What follows belongs to an exercise in optimizing a design on an open flow for small area, a short achievable clock period and few clock cycles per item; a production flow would make more cautious choices. In this exercise RTL edits were held to simulation tests only and were not proved equivalent to the original.

[flow/design.v]
`timescale 1ns/10ps
package gemv_arith_pkg;
    localparam int N_LANES = 4;
    localparam int ELEM_W  = 8;
    localparam int ACC_W   = 24;
    localparam int LANE_W = $clog2(N_LANES);
    typedef logic signed [ELEM_W-1:0] elem_t;
    typedef logic signed [ACC_W-1:0]  acc_t;
    typedef logic [N_LANES*ELEM_W-1:0] vec_t;
    typedef logic [LANE_W-1:0] lane_t;
    typedef logic [3:0]        shift_t;
    typedef logic [3:0]        tiles_m1_t;
endpackage
`timescale 1ns/10ps
package layerio_mem_pkg;
    localparam int MEM_DEPTH = 64;
    localparam int ADDR_W    = 8;
    localparam int IDX_W     = $clog2(MEM_DEPTH);
    localparam int WORD_W    = 32;
    typedef logic [ADDR_W-1:0] addr_t;
    typedef logic [IDX_W-1:0]  idx_t;
    typedef logic [WORD_W-1:0] word_t;
    typedef enum logic [1:0] {
        REQ_WB,
        REQ_FETCH,
        REQ_HOST
    } req_id_e;
endpackage
`timescale 1ns/10ps
module layerio_mem (
    input  logic                   clk,
    input  logic                   en,
    input  logic                   we,
    input  layerio_mem_pkg::addr_t addr,
    input  layerio_mem_pkg::word_t wdata,
    output layerio_mem_pkg::word_t rdata
);
    layerio_mem_pkg::word_t ram [layerio_mem_pkg::MEM_DEPTH];
    layerio_mem_pkg::idx_t  idx;
    assign idx = addr[layerio_mem_pkg::IDX_W-1:0];
    always_ff @(posedge clk) begin
        if (en) begin
            if (we) begin
                ram[idx] <= wdata;
            end else begin
                rdata <= ram[idx];
            end
        end
    end
endmodule
`timescale 1ns/10ps
module mem_arbiter (
    input  logic                   clk,
    input  logic                   rst_n,
    input  logic                   wb_req,
    input  logic                   wb_we,
    input  layerio_mem_pkg::addr_t wb_addr,
    input  layerio_mem_pkg::word_t wb_wdata,
    output logic                   wb_gnt,
    output logic                   wb_rvalid,
    input  logic                   fetch_req,
    input  logic                   fetch_we,
    input  layerio_mem_pkg::addr_t fetch_addr,
    input  layerio_mem_pkg::word_t fetch_wdata,
    output logic                   fetch_gnt,
    output logic                   fetch_rvalid,
    input  logic                   host_req,
    input  logic                   host_we,
    input  layerio_mem_pkg::addr_t host_addr,
    input  layerio_mem_pkg::word_t host_wdata,
    output logic                   host_gnt,
    output logic                   host_rvalid,
    output logic                   mem_en,
    output logic                   mem_we,
    output layerio_mem_pkg::addr_t mem_addr,
    output layerio_mem_pkg::word_t mem_wdata
);
    layerio_mem_pkg::req_id_e sel;
    layerio_mem_pkg::req_id_e rd_owner;
    logic    rd_pend;
    always_comb begin
        if (wb_req) begin
            sel = layerio_mem_pkg::REQ_WB;
        end else if (fetch_req) begin
            sel = layerio_mem_pkg::REQ_FETCH;
        end else begin
            sel = layerio_mem_pkg::REQ_HOST;
        end
    end
    assign mem_en = wb_req || fetch_req || host_req;
    always_comb begin
        case (sel)
            layerio_mem_pkg::REQ_WB: begin
                mem_we    = wb_we;
                mem_addr  = wb_addr;
                mem_wdata = wb_wdata;
            end
            layerio_mem_pkg::REQ_FETCH: begin
                mem_we    = fetch_we;
                mem_addr  = fetch_addr;
                mem_wdata = fetch_wdata;
            end
            default: begin
                mem_we    = host_we;
                mem_addr  = host_addr;
                mem_wdata = host_wdata;
            end
        endcase
    end
    assign wb_gnt    = mem_en && (sel == layerio_mem_pkg::REQ_WB);
    assign fetch_gnt = mem_en && (sel == layerio_mem_pkg::REQ_FETCH);
    assign host_gnt  = mem_en && (sel == layerio_mem_pkg::REQ_HOST);
    always_ff @(posedge clk or negedge rst_n) begin
        if (!rst_n) begin
            rd_pend  <= 1'b0;
            rd_owner <= layerio_mem_pkg::REQ_WB;
        end else begin
            rd_pend  <= mem_en && !mem_we;
            rd_owner <= sel;
        end
    end
    assign wb_rvalid    = rd_pend && (rd_owner == layerio_mem_pkg::REQ_WB);
    assign fetch_rvalid = rd_pend && (rd_owner == layerio_mem_pkg::REQ_FETCH);
    assign host_rvalid  = rd_pend && (rd_owner == layerio_mem_pkg::REQ_HOST);
endmodule
`timescale 1ns/10ps
module host_port (
    input  logic                   clk,
    input  logic                   rst_n,
    input  logic                   host_wr,
    input  logic                   host_rd,
    input  layerio_mem_pkg::addr_t host_addr,
    input  layerio_mem_pkg::word_t host_wdata,
    output logic                   host_ready,
    output logic                   host_rvalid,
    output layerio_mem_pkg::word_t host_rdata,
    output logic                   mem_req,
    output logic                   mem_we,
    output layerio_mem_pkg::addr_t mem_addr,
    output layerio_mem_pkg::word_t mem_wdata,
    input  logic                   mem_gnt,
    input  logic                   mem_rvalid,
    input  layerio_mem_pkg::word_t mem_rdata
);
    logic accept;
    assign accept = host_ready && (host_wr || host_rd);
    always_ff @(posedge clk or negedge rst_n) begin
        if (!rst_n) begin
            mem_req     <= 1'b0;
            host_ready  <= 1'b1;
            host_rvalid <= 1'b0;
        end else begin
            host_rvalid <= mem_rvalid;
            if (accept) begin
                mem_req    <= 1'b1;
                host_ready <= 1'b0;
            end else if (mem_req && mem_gnt) begin
                mem_req <= 1'b0;
                if (mem_we) begin
                    host_ready <= 1'b1;
                end
            end
            if (mem_rvalid) begin
                host_ready <= 1'b1;
            end
        end
    end
    always_ff @(posedge clk) begin
        if (accept) begin
            mem_we    <= host_wr;
            mem_addr  <= host_addr;
            mem_wdata <= host_wdata;
        end
        if (mem_rvalid) begin
            host_rdata <= mem_rdata;
        end
    end
endmodule
`timescale 1ns/10ps
module tile_fetch (
    input  logic                      clk,
    input  logic                      rst_n,
    input  logic                      start,
    input  layerio_mem_pkg::addr_t    a_addr,
    input  layerio_mem_pkg::addr_t    w_addr,
    input  gemv_arith_pkg::tiles_m1_t n_tiles_m1,
    output logic                      busy,
    input  logic                      job_done,
    output logic                      mem_req,
    output logic                      mem_we,
    output layerio_mem_pkg::addr_t    mem_addr,
    output layerio_mem_pkg::word_t    mem_wdata,
    input  logic                      mem_gnt,
    input  logic                      mem_rvalid,
    input  layerio_mem_pkg::word_t    mem_rdata,
    output logic                      feed_clear,
    output logic                      feed_act_valid,
    output logic                      feed_wt_valid,
    output gemv_arith_pkg::lane_t     feed_lane,
    output gemv_arith_pkg::vec_t      feed_data,
    output logic                      feed_last
);
    localparam int SLOT_W = $clog2(gemv_arith_pkg::N_LANES + 1);
    typedef logic [SLOT_W-1:0] slot_t;
    typedef enum logic [1:0] {IDLE, ISSUE, DRAIN, WAIT_WB} state_e;
    state_e    state;
    gemv_arith_pkg::tiles_m1_t n_m1;
    gemv_arith_pkg::tiles_m1_t iss_tile;
    gemv_arith_pkg::tiles_m1_t ret_tile;
    slot_t     iss_slot;
    slot_t     ret_slot;
    layerio_mem_pkg::addr_t     a_ptr;
    layerio_mem_pkg::addr_t     w_ptr;
    logic      iss_end;
    logic      ret_end;
    logic      fire;
    assign fire    = mem_req && mem_gnt;
    assign iss_end = (iss_slot == slot_t'(gemv_arith_pkg::N_LANES)) && (iss_tile == n_m1);
    assign ret_end = (ret_slot == slot_t'(gemv_arith_pkg::N_LANES)) && (ret_tile == n_m1);
    assign mem_req   = (state == ISSUE);
    assign mem_we    = 1'b0;
    assign mem_addr  = (iss_slot == '0) ? a_ptr : w_ptr;
    assign mem_wdata = '0;
    assign feed_act_valid = mem_rvalid && (ret_slot == '0);
    assign feed_wt_valid  = mem_rvalid && (ret_slot != '0);
    assign feed_lane      = gemv_arith_pkg::lane_t'(ret_slot - slot_t'(1));
    assign feed_data      = mem_rdata;
    assign feed_last      = mem_rvalid && ret_end;
    assign busy = (state != IDLE) && !((state == WAIT_WB) && job_done);
    always_ff @(posedge clk or negedge rst_n) begin
        if (!rst_n) begin
            state      <= IDLE;
            feed_clear <= 1'b0;
            iss_tile   <= '0;
            iss_slot   <= '0;
            ret_tile   <= '0;
            ret_slot   <= '0;
        end else begin
            feed_clear <= start;
            if (start) begin
                state    <= ISSUE;
                iss_tile <= '0;
                iss_slot <= '0;
                ret_tile <= '0;
                ret_slot <= '0;
            end else begin
                case (state)
                    ISSUE:   if (fire && iss_end) state <= DRAIN;
                    DRAIN:   if (feed_last) state <= WAIT_WB;
                    WAIT_WB: if (job_done) state <= IDLE;
                    default: state <= IDLE;
                endcase
                if (fire) begin
                    if (iss_slot == slot_t'(gemv_arith_pkg::N_LANES)) begin
                        iss_slot <= '0;
                        iss_tile <= iss_tile + 1'b1;
                    end else begin
                        iss_slot <= iss_slot + 1'b1;
                    end
                end
                if (mem_rvalid) begin
                    if (ret_slot == slot_t'(gemv_arith_pkg::N_LANES)) begin
                        ret_slot <= '0;
                        ret_tile <= ret_tile + 1'b1;
                    end else begin
                        ret_slot <= ret_slot + 1'b1;
                    end
                end
            end
        end
    end
    always_ff @(posedge clk) begin
        if (start) begin
            n_m1  <= n_tiles_m1;
            a_ptr <= a_addr;
            w_ptr <= w_addr;
        end else if (fire) begin
            if (iss_slot == '0) begin
                a_ptr <= a_ptr + 1'b1;
            end else begin
                w_ptr <= w_ptr + 1'b1;
            end
        end
    end
endmodule
`timescale 1ns/10ps
module mxu (
    input  logic                                               clk,
    input  logic                                               rst_n,
    input  logic                                               feed_clear,
    input  logic                                               feed_act_valid,
    input  logic                                               feed_wt_valid,
    input  gemv_arith_pkg::lane_t                              feed_lane,
    input  gemv_arith_pkg::vec_t                               feed_data,
    input  logic                                               feed_last,
    output logic [gemv_arith_pkg::N_LANES*gemv_arith_pkg::ACC_W-1:0] acc,
    output logic                                               acc_ready
);
    gemv_arith_pkg::vec_t  act;
    gemv_arith_pkg::elem_t a_e;
    gemv_arith_pkg::elem_t w_e;
    gemv_arith_pkg::acc_t  dot;
    logic  last_q;
    always_comb begin
        dot = '0;
        for (int i = 0; i < gemv_arith_pkg::N_LANES; i++) begin
            a_e = act[i*gemv_arith_pkg::ELEM_W +: gemv_arith_pkg::ELEM_W];
            w_e = feed_data[i*gemv_arith_pkg::ELEM_W +: gemv_arith_pkg::ELEM_W];
            dot = dot + a_e * w_e;
        end
    end
    always_ff @(posedge clk) begin
        if (feed_act_valid) begin
            act <= feed_data;
        end
        if (feed_clear) begin
            acc <= '0;
        end else if (feed_wt_valid) begin
            acc[feed_lane*gemv_arith_pkg::ACC_W +: gemv_arith_pkg::ACC_W] <= acc[feed_lane*gemv_arith_pkg::ACC_W +: gemv_arith_pkg::ACC_W] + dot;
        end
    end
    always_ff @(posedge clk or negedge rst_n) begin
        if (!rst_n) begin
            last_q    <= 1'b0;
            acc_ready <= 1'b0;
        end else begin
            last_q    <= feed_wt_valid && feed_last;
            acc_ready <= last_q;
        end
    end
endmodule
`timescale 1ns/10ps
module quant_writeback (
    input  logic                                                     clk,
    input  logic                                                     rst_n,
    input  logic                                                     start,
    input  layerio_mem_pkg::addr_t                                   q_addr,
    input  gemv_arith_pkg::shift_t                                   shift,
    input  logic                                                     relu,
    input  logic [gemv_arith_pkg::N_LANES*gemv_arith_pkg::ACC_W-1:0] acc,
    input  logic                                                     acc_ready,
    output logic                                                     mem_req,
    output logic                                                     mem_we,
    output layerio_mem_pkg::addr_t                                   mem_addr,
    output layerio_mem_pkg::word_t                                   mem_wdata,
    input  logic                                                     mem_gnt,
    output logic                                                     done
);
    localparam gemv_arith_pkg::acc_t Q_MAX = gemv_arith_pkg::acc_t'((1 << (gemv_arith_pkg::ELEM_W - 1)) - 1);
    localparam gemv_arith_pkg::acc_t Q_MIN = -Q_MAX - gemv_arith_pkg::acc_t'(1);
    gemv_arith_pkg::shift_t shift_r;
    logic   relu_r;
    gemv_arith_pkg::vec_t   q_vec;
    always_comb begin
        gemv_arith_pkg::acc_t v;
        for (int i = 0; i < gemv_arith_pkg::N_LANES; i++) begin
            v = $signed(acc[i*gemv_arith_pkg::ACC_W +: gemv_arith_pkg::ACC_W]) >>> shift_r;
            if (relu_r && v < 0) begin
                v = '0;
            end
            if (v > Q_MAX) begin
                v = Q_MAX;
            end else if (v < Q_MIN) begin
                v = Q_MIN;
            end
            q_vec[i*gemv_arith_pkg::ELEM_W +: gemv_arith_pkg::ELEM_W] = v[gemv_arith_pkg::ELEM_W-1:0];
        end
    end
    always_ff @(posedge clk) begin
        if (start) begin
            mem_addr <= q_addr;
            shift_r  <= shift;
            relu_r   <= relu;
        end
        if (acc_ready) begin
            mem_wdata <= q_vec;
        end
    end
    always_ff @(posedge clk or negedge rst_n) begin
        if (!rst_n) begin
            mem_req <= 1'b0;
        end else if (acc_ready) begin
            mem_req <= 1'b1;
        end else if (mem_gnt) begin
            mem_req <= 1'b0;
        end
    end
    assign mem_we = 1'b1;
    assign done   = mem_req && mem_gnt;
endmodule
`timescale 1ns/10ps
module gemv_top (
    input  logic                      clk,
    input  logic                      rst_n,
    input  logic                      host_wr,
    input  logic                      host_rd,
    input  layerio_mem_pkg::addr_t    host_addr,
    input  layerio_mem_pkg::word_t    host_wdata,
    output logic                      host_ready,
    output layerio_mem_pkg::word_t    host_rdata,
    output logic                      host_rvalid,
    input  logic                      start,
    input  layerio_mem_pkg::addr_t    a_addr,
    input  layerio_mem_pkg::addr_t    w_addr,
    input  layerio_mem_pkg::addr_t    q_addr,
    input  gemv_arith_pkg::tiles_m1_t n_tiles_m1,
    input  gemv_arith_pkg::shift_t    shift,
    input  logic                      relu,
    output logic                      busy,
    output logic                      done
);
    logic                      mem_en;
    logic                      mem_we;
    layerio_mem_pkg::addr_t                     mem_addr;
    layerio_mem_pkg::word_t                     mem_wdata;
    layerio_mem_pkg::word_t                     mem_rdata;
    logic [gemv_arith_pkg::N_LANES*gemv_arith_pkg::ACC_W-1:0]  acc;
    logic                      acc_ready;
    logic                      job_start;
    logic  wb_req, wb_we, wb_gnt, wb_rvalid;
    layerio_mem_pkg::addr_t wb_addr;
    layerio_mem_pkg::word_t wb_wdata;
    logic  fetch_req, fetch_we, fetch_gnt, fetch_rvalid;
    layerio_mem_pkg::addr_t fetch_addr;
    layerio_mem_pkg::word_t fetch_wdata;
    logic  hreq_req, hreq_we, hreq_gnt, hreq_rvalid;
    layerio_mem_pkg::addr_t hreq_addr;
    layerio_mem_pkg::word_t hreq_wdata;
    logic  feed_clear, feed_act_valid, feed_wt_valid, feed_last;
    gemv_arith_pkg::lane_t feed_lane;
    gemv_arith_pkg::vec_t  feed_data;
    assign job_start = start && !busy;
    layerio_mem layerio_mem_u (
        .clk, .en(mem_en), .we(mem_we), .addr(mem_addr),
        .wdata(mem_wdata), .rdata(mem_rdata)
    );
    mem_arbiter mem_arbiter_u (
        .clk, .rst_n,
        .wb_req, .wb_we, .wb_addr, .wb_wdata, .wb_gnt, .wb_rvalid,
        .fetch_req, .fetch_we, .fetch_addr, .fetch_wdata, .fetch_gnt, .fetch_rvalid,
        .host_req(hreq_req), .host_we(hreq_we), .host_addr(hreq_addr),
        .host_wdata(hreq_wdata), .host_gnt(hreq_gnt), .host_rvalid(hreq_rvalid),
        .mem_en, .mem_we, .mem_addr, .mem_wdata
    );
    host_port host_port_u (
        .clk, .rst_n, .host_wr, .host_rd, .host_addr, .host_wdata,
        .host_ready, .host_rvalid, .host_rdata,
        .mem_req(hreq_req), .mem_we(hreq_we), .mem_addr(hreq_addr),
        .mem_wdata(hreq_wdata), .mem_gnt(hreq_gnt), .mem_rvalid(hreq_rvalid),
        .mem_rdata(mem_rdata)
    );
    tile_fetch tile_fetch_u (
        .clk, .rst_n, .start(job_start), .a_addr, .w_addr, .n_tiles_m1,
        .busy, .job_done(done),
        .mem_req(fetch_req), .mem_we(fetch_we), .mem_addr(fetch_addr),
        .mem_wdata(fetch_wdata), .mem_gnt(fetch_gnt), .mem_rvalid(fetch_rvalid),
        .mem_rdata(mem_rdata),
        .feed_clear, .feed_act_valid, .feed_wt_valid, .feed_lane, .feed_data, .feed_last
    );
    mxu mxu_u (
        .clk, .rst_n,
        .feed_clear, .feed_act_valid, .feed_wt_valid, .feed_lane, .feed_data, .feed_last,
        .acc, .acc_ready
    );
    quant_writeback quant_writeback_u (
        .clk, .rst_n, .start(job_start), .q_addr, .shift, .relu,
        .acc, .acc_ready,
        .mem_req(wb_req), .mem_we(wb_we), .mem_addr(wb_addr), .mem_wdata(wb_wdata),
        .mem_gnt(wb_gnt), .done
    );
endmodule
[flow/run.sh]
#!/bin/bash
# synth_recipe.tcl (not shown) runs the flow's synth.tcl, then flattens the netlist and writes it again
# the make line also repeats each setting of config.mk as NAME=value (left out here)
make -C /OpenROAD-flow-scripts/flow DESIGN_CONFIG=/design/flow/config.mk WORK_HOME=/design/flow/orfs CLKGATE_MAP_FILE= SYNTH_SCRIPT=/design/flow/synth_recipe.tcl finish
[flow/config.mk]
export PLATFORM = sky130hd
export DESIGN_NAME = gemv_top
export DESIGN_NICKNAME = gemv_top
export VERILOG_FILES = /design/flow/design.v
export SDC_FILE = /design/flow/constraint.sdc
export NUM_CORES = 4
export LEC_CHECK = 0
export CAP_MARGIN = 40
export CORE_MARGIN = 2
export CORE_UTILIZATION = 40
export SLEW_MARGIN = 20
[flow/constraint.sdc]
create_clock -name core_clock -period 9.0 [get_ports {clk}]
set_input_delay 1.8000 -clock core_clock [delete_from_list [all_inputs] [get_ports {clk}]]
set_output_delay 1.8000 -clock core_clock [all_outputs]
set_load 0.01 [all_outputs]
==> impl_metrics.ini <==
[min_path]
min_from = mxu_u.last_q$_DFF_PN0_
whs_endpoint = mxu_u.acc_ready$_DFF_PN0_
hold_path_depth = 0
hp-class = flip-flop to flip-flop

[global_route]
grt_remaining_overflow = 0
grt_pass1_vias = 62504
grt_pass1_wl_um = 456000
grt_max_degree = 86
grt.total_usage_pct = 24.0
antenna_found_initial = 23

[clock_network]
cts_root_buffer = clkbuf_16
htreeDepth = 4
cts_buffers = 233
cts_num_sinks = 2364
cts_tree = yes
cts_hold_buf = 0
cts_buffer_depth = 3
clk-insertion-delay-late_ps = 910
path_clk_slew_ps = 60

[setup_path]
cp.required_ps = 9670
cp_slowest_stage_delay_ps = 530
critPathSlowestCell = fa_1
cp.arrival_ps = 9250
startpoint = layerio_mem_u.rdata[28]$_DFFE_PP_
critical_path_class = flip-flop to flip-flop
crit_top_cell = fa_1
startpoint_type = flip-flop
reg2regPathDepth = 35
endpoint_kind = flip-flop
rrSetupSlack_ps = 420
crit_path_max_fanout = 7
cp_num_buf_inv = 5
reg2reg_from = layerio_mem_u.rdata[28]$_DFFE_PP_
crit_family = adder cells
rr_endpoint = mxu_u.acc[55]$_SDFFE_PP0P_

[timing]
fin_worst_skew_ps = 88.9
fmax_mhz = 117
timing.final.crit_share_pct = 95.3
fin_ws_ps = 421
finalSetupViolations = 0
holdWs_ps = 356
timing.final.hold_violations = 0
max_slew_margin_pct = 35.5
report.final.slew_viol_count = 0
fin_crit_ps = 8580
worst-slew-pin-transition_ps = 964
setup_tns_ps = 0

[placed_design]
gp_congestion = 0.933
port_buffers = 105
pre_cts_slack_ps = 275
dp_hpwl_um = 196000
placed_area_mm2 = 0.109

[layout]
drive_above_1_share_pct = 12.2
stdcell_area_mm2 = 0.117
utilization_pct = 45.8
syn_to_final_growth_pct = 14.1
finalNetCount = 7553

[route]
maxUsedRoutingLayer = met5
dr_wl_met2_um = 151000
first_iter_violations = 8095
wl_per_cell_um = 30.2
dr.pass1.iters = 9
route.detailed.drc = 0
met1_length_um = 128000
viasPerCell = 5.99
dr_wl_met3_um = 29300
wl_um = 320000
antenna_left = 0
dr_total_vias = 63593

[synth]
yosysTopAreaCellShare_pct = 65.5
ys.warnings.count = 6
syn-cell-area_mm2 = 0.103
ys_types = 86
syn_inst = 6766
synthTopCellsByArea = edfxtp_1 65%, a22oi_1 5.9%, fa_1 5.5%
ys.flop_type = edfxtp_1
syn_nets = 7288
seq_area_frac_synth_pct = 68.0
synth.ff_latch_count = 2364
synth_edf_count = 2242
async_flop_share_pct = 1.10
syn_avg_cell_area_um2 = 15.2
yosys.area.top_type = edfxtp_1

[floorplanning]
start_util_pct = 40.1
fp-row-count = 186
die_h_um = 511
die_width_um = 511
design.die.area_mm2 = 0.261
ios = 114
coreArea_mm2 = 0.256

[job]
maxCapViolations = 0

[outcome]
outcome = finished clean
layer usage:
metal	vias up	global-route usage [%]
li1	27032	-
met1	32700	32.9
met2	3275	38.6
met3	570	4.30
met4	16	8.15
met5	-	0
worst max-delay path by stage:
stage | end | slack (ps) | depth (start not counted)
2_1_floorplan | mxu_u.acc[75]$_SDFFE_PP0P_ | 1070 | 33
3_3_place_gp | mxu_u.acc[61]$_SDFFE_PP0P_ | 220 | 34
3_5_place_dp | mxu_u.acc[61]$_SDFFE_PP0P_ | 270 | 34
4_1_cts | mxu_u.acc[61]$_SDFFE_PP0P_ | 250 | 34
5_1_grt | mxu_u.acc[59]$_SDFFE_PP0P_ | -9 | 35
6_report | mxu_u.acc[55]$_SDFFE_PP0P_ | 420 | 35
flip-flops by register name, summed over array words and instances (netlist names), 4 cells and up:
name and cells:
host_port_u.host_rdata 32, host_port_u.mem_addr 6, host_port_u.mem_wdata 32, layerio_mem_u.ram 2048
layerio_mem_u.rdata 32, mxu_u.acc 96, mxu_u.act 32, quant_writeback_u.mem_addr 6
quant_writeback_u.mem_wdata 32, quant_writeback_u.shift_r 4, tile_fetch_u.a_ptr 6, tile_fetch_u.iss_tile 4
tile_fetch_u.n_m1 4, tile_fetch_u.ret_tile 4, tile_fetch_u.w_ptr 6
through the flow:
stage / std cells
after floorplan: 6766
after global placement: 10135
after detailed placement: 10154
after CTS: 10584
after global routing: 10611
final: 10613
cell usage after synthesis (12+ instances only):
library cell,number
dfxtp_1,96
nand2b_1,24
edfxtp_1,2242
a41oi_1,82
nor3_1,35
a22oi_1,802
xor2_1,26
nand2_1,316
o21bai_1,14
o21ai_1,12
nand3_1,66
and2_1,164
nor2_1,251
dfrtp_1,25
mux2i_1,87
nor2b_1,33
a211oi_1,37
fa_1,281
and3_1,12
nand4_1,73
a31oi_1,132
o21ai_0,134
a221oi_1,124
inv_1,395
buf_2,159
a22o_1,168
mux2_2,30
clkbuf_1,136
a21oi_1,224
ha_1,163
a21o_1,37
xnor2_1,94
nor4_1,36
buf_1,55
mux4_2,55
logic make-up (layout without fill, tap and decap cells):
family	after synthesis	in the layout	share of synthesized area [%]
AOI/OAI and AO/OA	1855	1855	13.1
DFF	2364	2364	68.0
and+or+nand+nor	1040	1040	4.87
muxes	174	174	2.43
other	0	3	0
xor gates and xnor gates	122	122	1.06
buffers and inverters	767	1227	3.11
adders and majority gates	444	444	7.45
layout make-up:
type,instances,area (µm²)
tap,3384,4230
fill,22033,139000
clock buffer,295,6130
multi-input combinational,3635,30600
clock inverter,135,1410
timing repair buffer,399,3620
inverter,398,1490
antenna,3,7.51
sequential,2364,69900
layout by cell type (no fill, tap or decap), types with 56 or more instances in the layout:
cell                n
a22o_1            139
clkbuf_16         234
nand4_1            73
a221oi_1          124
edfxtp_1         2242
ha_1              160
nor2_4             69
inv_1             392
nand3_1            64
mux2i_1            87
clkdlybuf4s50_1   104
a21oi_1           221
o21ai_0           130
a31oi_1           132
dfxtp_1            96
nor2_1            178
a41oi_1            82
clkbuf_1           56
xnor2_1            93
a22oi_1           801
fa_1              281
and2_1            163
buf_4             255
nand2_1           311
what timing repair did:
action                                  in CTS  in global routing
resized for setup                            0                 12
endpoints found under the setup margin       0                 30
buffers inserted                             0                 10
endpoints found under the hold margin        0                  0
Testbench counts, summed over its fixed seeds: cycles 3,590, jobs 128.

## separate check: timing with driven ports
How much do the figures lean on ideal ports? The routed layout below was timed once more, with nothing changed but the port constraints. Step 1, drivers: a clkbuf_16 drives clk and a buf_2 each remaining input, both assumed. Step 2 adds t to the input delays and takes it off the output delays; t is the mean of the earliest and latest rising clock arrival at the registers after step 1. Input paths then give back, and output paths get back, about the clock's delay inside the block. Slacks: ideal / step 1 / step 2; pairs: ideal / step 1.
shift t [ns]: 0.959
setup slack, ns: 0.421 / 0.421 / 0.421
hold slack, ns: 0.356 / 0.356 / 0.356
slew at the worst register clock pin (ns): 0.07 / 0.07
worst slew at a driven data input, ns: 0.09
After both steps setup and hold are still met in this run. The setup slack of this run moves by 0.000 ns with the drivers and by 0.000 ns with both steps.
